From an optimization exercise on the open Yosys and OpenROAD flow, aimed at small area, a short achievable clock period and few clock cycles per item; shortcuts taken in it are not production practice. RTL that was checked went through simulation tests only; none was proved equivalent to the original. No activity file was given, so power comes from the tool's default toggle rates.

Setup of run 1:
==> flow/design.v <==
package filter_pkg;
  localparam int PIX_W = 12;
  localparam int WIN_W = 9 * PIX_W;
endpackage
module line_buffer #(
  parameter int DEPTH = 160,
  parameter int WIDTH = 12,
  parameter int TAPS  = 4
) (
  input  logic                        clk,
  input  logic [TAPS-1:0]             wr,
  input  logic [WIDTH-1:0]            wdata,
  output logic [TAPS*WIDTH-1:0]       rd0,
  output logic [TAPS*WIDTH-1:0]       rd1
);
  localparam int S = DEPTH / TAPS;
  logic [DEPTH*WIDTH-1:0] r0, r1;
  always_ff @(posedge clk) begin
    r0 <= {r0[(DEPTH-1)*WIDTH-1:0], r0[DEPTH*WIDTH-1 -: WIDTH]};
    r1 <= {r1[(DEPTH-1)*WIDTH-1:0], r1[DEPTH*WIDTH-1 -: WIDTH]};
    for (int k = 0; k < TAPS; k++) begin
      if (wr[k]) begin
        r0[k*S*WIDTH +: WIDTH] <= wdata;
        r1[k*S*WIDTH +: WIDTH] <= r0[((k*S + DEPTH - 1) % DEPTH)*WIDTH +: WIDTH];
      end
    end
  end
  always_comb begin
    for (int k = 0; k < TAPS; k++) begin
      rd0[k*WIDTH +: WIDTH] = r0[((k*S + DEPTH - 1) % DEPTH)*WIDTH +: WIDTH];
      rd1[k*WIDTH +: WIDTH] = r1[((k*S + DEPTH - 1) % DEPTH)*WIDTH +: WIDTH];
    end
  end
endmodule
module filter_window_scheduler #(
  parameter int IMG_W = 160,
  parameter int IMG_H = 120,
  parameter int TAPS  = 4
) (
  input  logic             clk,
  input  logic             reset,
  input  logic             sof,
  input  logic [filter_pkg::PIX_W-1:0] pix_in,
  input  logic             pix_valid,
  output logic             pix_ready,
  output logic [filter_pkg::WIN_W-1:0] win_data,
  output logic             win_valid,
  input  logic             win_ready,
  output logic             win_last,
  output logic             busy
);
  localparam int PIX_W = filter_pkg::PIX_W;
  localparam int S     = IMG_W / TAPS;
  localparam int XW    = $clog2(IMG_W);
  localparam int YW    = $clog2(IMG_H);
  localparam int SW    = (S > 1) ? $clog2(S) : 1;
  localparam int TW    = (TAPS > 1) ? $clog2(TAPS) : 1;
  localparam logic [XW-1:0] X_LAST = XW'(IMG_W - 1);
  localparam logic [YW-1:0] Y_LAST = YW'(IMG_H - 1);
  logic [XW-1:0] ix;
  logic [YW-1:0] iy;
  logic          taking;
  logic             sk_v, sk_sof;
  logic [PIX_W-1:0] sk_pix;
  logic [XW-1:0] cx;
  logic [YW-1:0] cy;
  logic          em_act, em_own;
  logic [SW-1:0] sub;
  logic          sub0;    
  logic [TW-1:0] tk;
  logic [PIX_W-1:0] w00, w01, w02, w10, w11, w12, w20, w21, w22;
  logic [PIX_W-1:0] o0, o1, o2;
  logic need_align, out_free, src_pix, src_sof, visit, pix_visit, first, arm, abandon, emit;
  logic acc, to_skid, up_m, dn_m, last_win, ml, mr;
  logic taking_n, em_act_n, win_valid_n, win_last_n, sk_v_n, sk_sof_n;
  logic [TAPS-1:0] wr;
  logic [TAPS*PIX_W-1:0] rd0, rd1;
  logic [PIX_W-1:0] pix, col_t, col_m, col_b;
  assign pix_ready  = reset && !sk_v;
  assign acc        = pix_valid && !sk_v;
  assign need_align = taking || em_act;
  assign out_free   = !win_valid || win_ready;
  assign src_sof    = sk_v ? sk_sof : sof;
  assign pix        = sk_v ? sk_pix : pix_in;
  assign src_pix    = (sk_v || pix_valid) && (src_sof || taking);
  assign visit      = sub0 && out_free && (src_pix || (em_act && !taking));
  assign pix_visit  = visit && src_pix;
  assign to_skid    = acc && (sof || taking) && !visit;
  assign first      = pix_visit && src_sof;
  assign arm        = pix_visit && !src_sof && ix == '0 && iy == YW'(1);
  assign abandon    = first && taking && em_own;
  assign emit       = visit && em_act && !abandon;
  assign last_win   = cx == X_LAST && cy == Y_LAST;
  assign up_m = pix_visit && !src_sof && iy == YW'(1);
  assign dn_m = !(pix_visit && !src_sof && iy != '0);
  always_comb begin
    col_t = '0;
    col_m = '0;
    for (int k = 0; k < TAPS; k++) begin
      col_t = col_t | ((tk == TW'(k)) ? rd1[k*PIX_W +: PIX_W] : '0);
      col_m = col_m | ((tk == TW'(k)) ? rd0[k*PIX_W +: PIX_W] : '0);
    end
    col_t = up_m ? '0 : col_t;
    col_b = dn_m ? '0 : pix;
    for (int k = 0; k < TAPS; k++)
      wr[k] = visit && tk == TW'(k);
  end
  line_buffer #(.DEPTH(IMG_W), .WIDTH(PIX_W), .TAPS(TAPS)) u_lb (
    .clk(clk), .wr(wr), .wdata(pix), .rd0(rd0), .rd1(rd1));
  always_comb begin
    taking_n = taking;
    if (pix_visit) begin
      if (src_sof) taking_n = 1'b1;
      else if (ix == X_LAST && iy == Y_LAST) taking_n = 1'b0;
    end
    em_act_n = em_act;
    if (emit && last_win) em_act_n = 1'b0;
    if (abandon)          em_act_n = 1'b0;
    if (arm)              em_act_n = 1'b1;
    win_valid_n = emit ? 1'b1 : (win_ready ? 1'b0 : win_valid);
    win_last_n  = emit ? last_win : (win_ready ? 1'b0 : win_last);
    sk_v_n   = sk_v ? !visit : to_skid;
    sk_sof_n = sk_v ? sk_sof : sof;
  end
  assign ml = emit && cx == '0;
  assign mr = emit && cx == X_LAST;
  always_ff @(posedge clk) begin
    if (visit) begin
      w00 <= ml ? '0 : w01;  w01 <= w02;  w02 <= col_t;
      w10 <= ml ? '0 : w11;  w11 <= w12;  w12 <= col_m;
      w20 <= ml ? '0 : w21;  w21 <= w22;  w22 <= col_b;
      o0 <= mr ? '0 : col_t;
      o1 <= mr ? '0 : col_m;
      o2 <= mr ? '0 : col_b;
    end
    if (!sk_v) begin
      sk_pix <= pix_in;
      sk_sof <= sof;
    end
    win_last <= win_last_n;
    if (!need_align) begin
      sub <= '0;
    end else if (!visit) begin
      if (sub == SW'(S - 1)) begin
        sub <= '0;
        tk  <= (tk == TW'(TAPS - 1)) ? '0 : tk + 1'b1;
      end else begin
        sub <= sub + 1'b1;
      end
    end
    if (pix_visit) begin
      if (src_sof) begin
        ix <= XW'(1);
        iy <= '0;
      end else if (ix == X_LAST) begin
        ix <= '0;
        iy <= iy + 1'b1;
      end else begin
        ix <= ix + 1'b1;
      end
    end
    if (arm || abandon) begin
      cx <= '0;
      cy <= '0;
    end else if (emit) begin
      if (cx == X_LAST) begin
        cx <= '0;
        cy <= (cy == Y_LAST) ? '0 : cy + 1'b1;
      end else begin
        cx <= cx + 1'b1;
      end
    end
    if (first)    em_own <= 1'b0;
    else if (arm) em_own <= 1'b1;
  end
  always_ff @(posedge clk or negedge reset) begin
    if (!reset) begin
      taking    <= 1'b0;
      em_act    <= 1'b0;
      win_valid <= 1'b0;
      sk_v      <= 1'b0;
      sub0      <= 1'b1;
      busy      <= 1'b0;
    end else begin
      taking    <= taking_n;
      em_act    <= em_act_n;
      win_valid <= win_valid_n;
      sk_v      <= sk_v_n;
      sub0      <= !need_align || visit || sub == SW'(S - 1);
      busy      <= taking_n || em_act_n || (win_valid_n && win_last_n) || (sk_v_n && sk_sof_n);
    end
  end
  assign win_data[107:96] = w11;
  assign win_data[95:84]  = w10;
  assign win_data[83:72]  = o1;
  assign win_data[71:60]  = w01;
  assign win_data[59:48]  = w21;
  assign win_data[47:36]  = w00;
  assign win_data[35:24]  = o0;
  assign win_data[23:12]  = w20;
  assign win_data[11:0]   = o2;
endmodule
Settings: LEC_CHECK=0, CAP_MARGIN=20, CORE_MARGIN=2, CORE_UTILIZATION=40, CTS_BUF_LIST=sky130_fd_sc_hd__clkbuf_16, CTS_CLUSTER_DIAMETER=60, CTS_CLUSTER_SIZE=32, SETUP_SLACK_MARGIN=3.9, SLEW_MARGIN=20; clock period 7.0 ns.
run.sh (not shown) runs the stock make flow with config.mk's settings and CLKGATE_MAP_FILE= SYNTH_SCRIPT=/design/flow/synth_recipe.tcl, a recipe that flattens the netlist after the stock synthesis.
Changes in run 3 relative to run 1:
-- flow/design.v --
<<< run 1, line 6
  parameter int DEPTH = 160,
  parameter int WIDTH = 12,
  parameter int TAPS  = 4
) (
  input  logic                        clk,
>>> run 3, line 6
  parameter int DEPTH = 160,
  parameter int WIDTH = 12,
  parameter int TAPS  = 16
) (
  input  logic                        clk,
<<< run 1, line 36
  parameter int IMG_W = 160,
  parameter int IMG_H = 120,
  parameter int TAPS  = 4
) (
  input  logic             clk,
>>> run 3, line 36
  parameter int IMG_W = 160,
  parameter int IMG_H = 120,
  parameter int TAPS  = 16
) (
  input  logic             clk,
<<< run 1, line 61
  logic [YW-1:0] iy;
  logic          taking;
  logic             sk_v, sk_sof;
  logic [PIX_W-1:0] sk_pix;
  logic [XW-1:0] cx;
>>> run 3, line 61
  logic [YW-1:0] iy;
  logic          taking;
  logic             sk_e, sk_v, sk_sof;
  logic [PIX_W-1:0] sk_pix;
  logic [XW-1:0] cx;
<<< run 1, line 77
  logic [TAPS*PIX_W-1:0] rd0, rd1;
  logic [PIX_W-1:0] pix, col_t, col_m, col_b;
  assign pix_ready  = reset && !sk_v;
  assign acc        = pix_valid && !sk_v;
  assign need_align = taking || em_act;
  assign out_free   = !win_valid || win_ready;
>>> run 3, line 77
  logic [TAPS*PIX_W-1:0] rd0, rd1;
  logic [PIX_W-1:0] pix, col_t, col_m, col_b;
  assign sk_v       = !sk_e;
  assign pix_ready  = reset && sk_e;
  assign acc        = pix_valid && sk_e;
  assign need_align = taking || em_act;
  assign out_free   = !win_valid || win_ready;
<<< run 1, line 179
      em_act    <= 1'b0;
      win_valid <= 1'b0;
      sk_v      <= 1'b0;
      sub0      <= 1'b1;
      busy      <= 1'b0;
>>> run 3, line 180
      em_act    <= 1'b0;
      win_valid <= 1'b0;
      sk_e      <= 1'b1;
      sub0      <= 1'b1;
      busy      <= 1'b0;
<<< run 1, line 186
      em_act    <= em_act_n;
      win_valid <= win_valid_n;
      sk_v      <= sk_v_n;
      sub0      <= !need_align || visit || sub == SW'(S - 1);
      busy      <= taking_n || em_act_n || (win_valid_n && win_last_n) || (sk_v_n && sk_sof_n);
>>> run 3, line 187
      em_act    <= em_act_n;
      win_valid <= win_valid_n;
      sk_e      <= !sk_v_n;
      sub0      <= !need_align || visit || sub == SW'(S - 1);
      busy      <= taking_n || em_act_n || (win_valid_n && win_last_n) || (sk_v_n && sk_sof_n);
Comparing run 1 and run 3, the higher number of placed instances with taps included was measured on run 3.
Post-CTS repair timing setup buffer count in run 3 is 14 higher than in run 1
Run 3 against run 1: clock network fraction of total power moved up, setup slack of the critical path after layout moved up.
Going from run 1 to run 3, number of antenna diodes has decreased; inverter count of the layout excluding clock inverters -7.4%; minimum setup slack after placement -41 ps.
Testbench counts of run 3, summed over its fixed seeds: cycles 308,496, items 307,200.
No functional check of the RTL was part of run 1.

[what the ideal ports hide]
No port has a modelled driver above. Below, the same layouts with a new extraction and two added sets of constraints. Step 1 sets driving cells, clkbuf_16 on the clock port and buf_2 on the other inputs (assumed; they add their load-dependent delay and slew). Step 2 adds t to the input delays and takes it off the output delays; t is the mean of the earliest and latest rising clock arrival at the registers after step 1. Input paths then give back, and output paths get back, about the clock's delay inside the block. a / b / c = ideal ports / drivers / drivers and shift; a / b = the first two.
run	shift t [ns]	slack for setup (ns)	worst setup path after step 2	worst data-port slew with drivers (ns)	cell pins on the clock port's net
run 1	0.894	3.801 / 3.738 / 2.963	input to register	0.18	1
run 3	0.897	3.807 / 3.772 / 3.085	input to register	0.04	1
After both steps setup and hold are still met in every run listed. For run 1, which loses most, drivers alone change the setup slack by -0.063 ns; drivers and shift together by -0.838 ns.
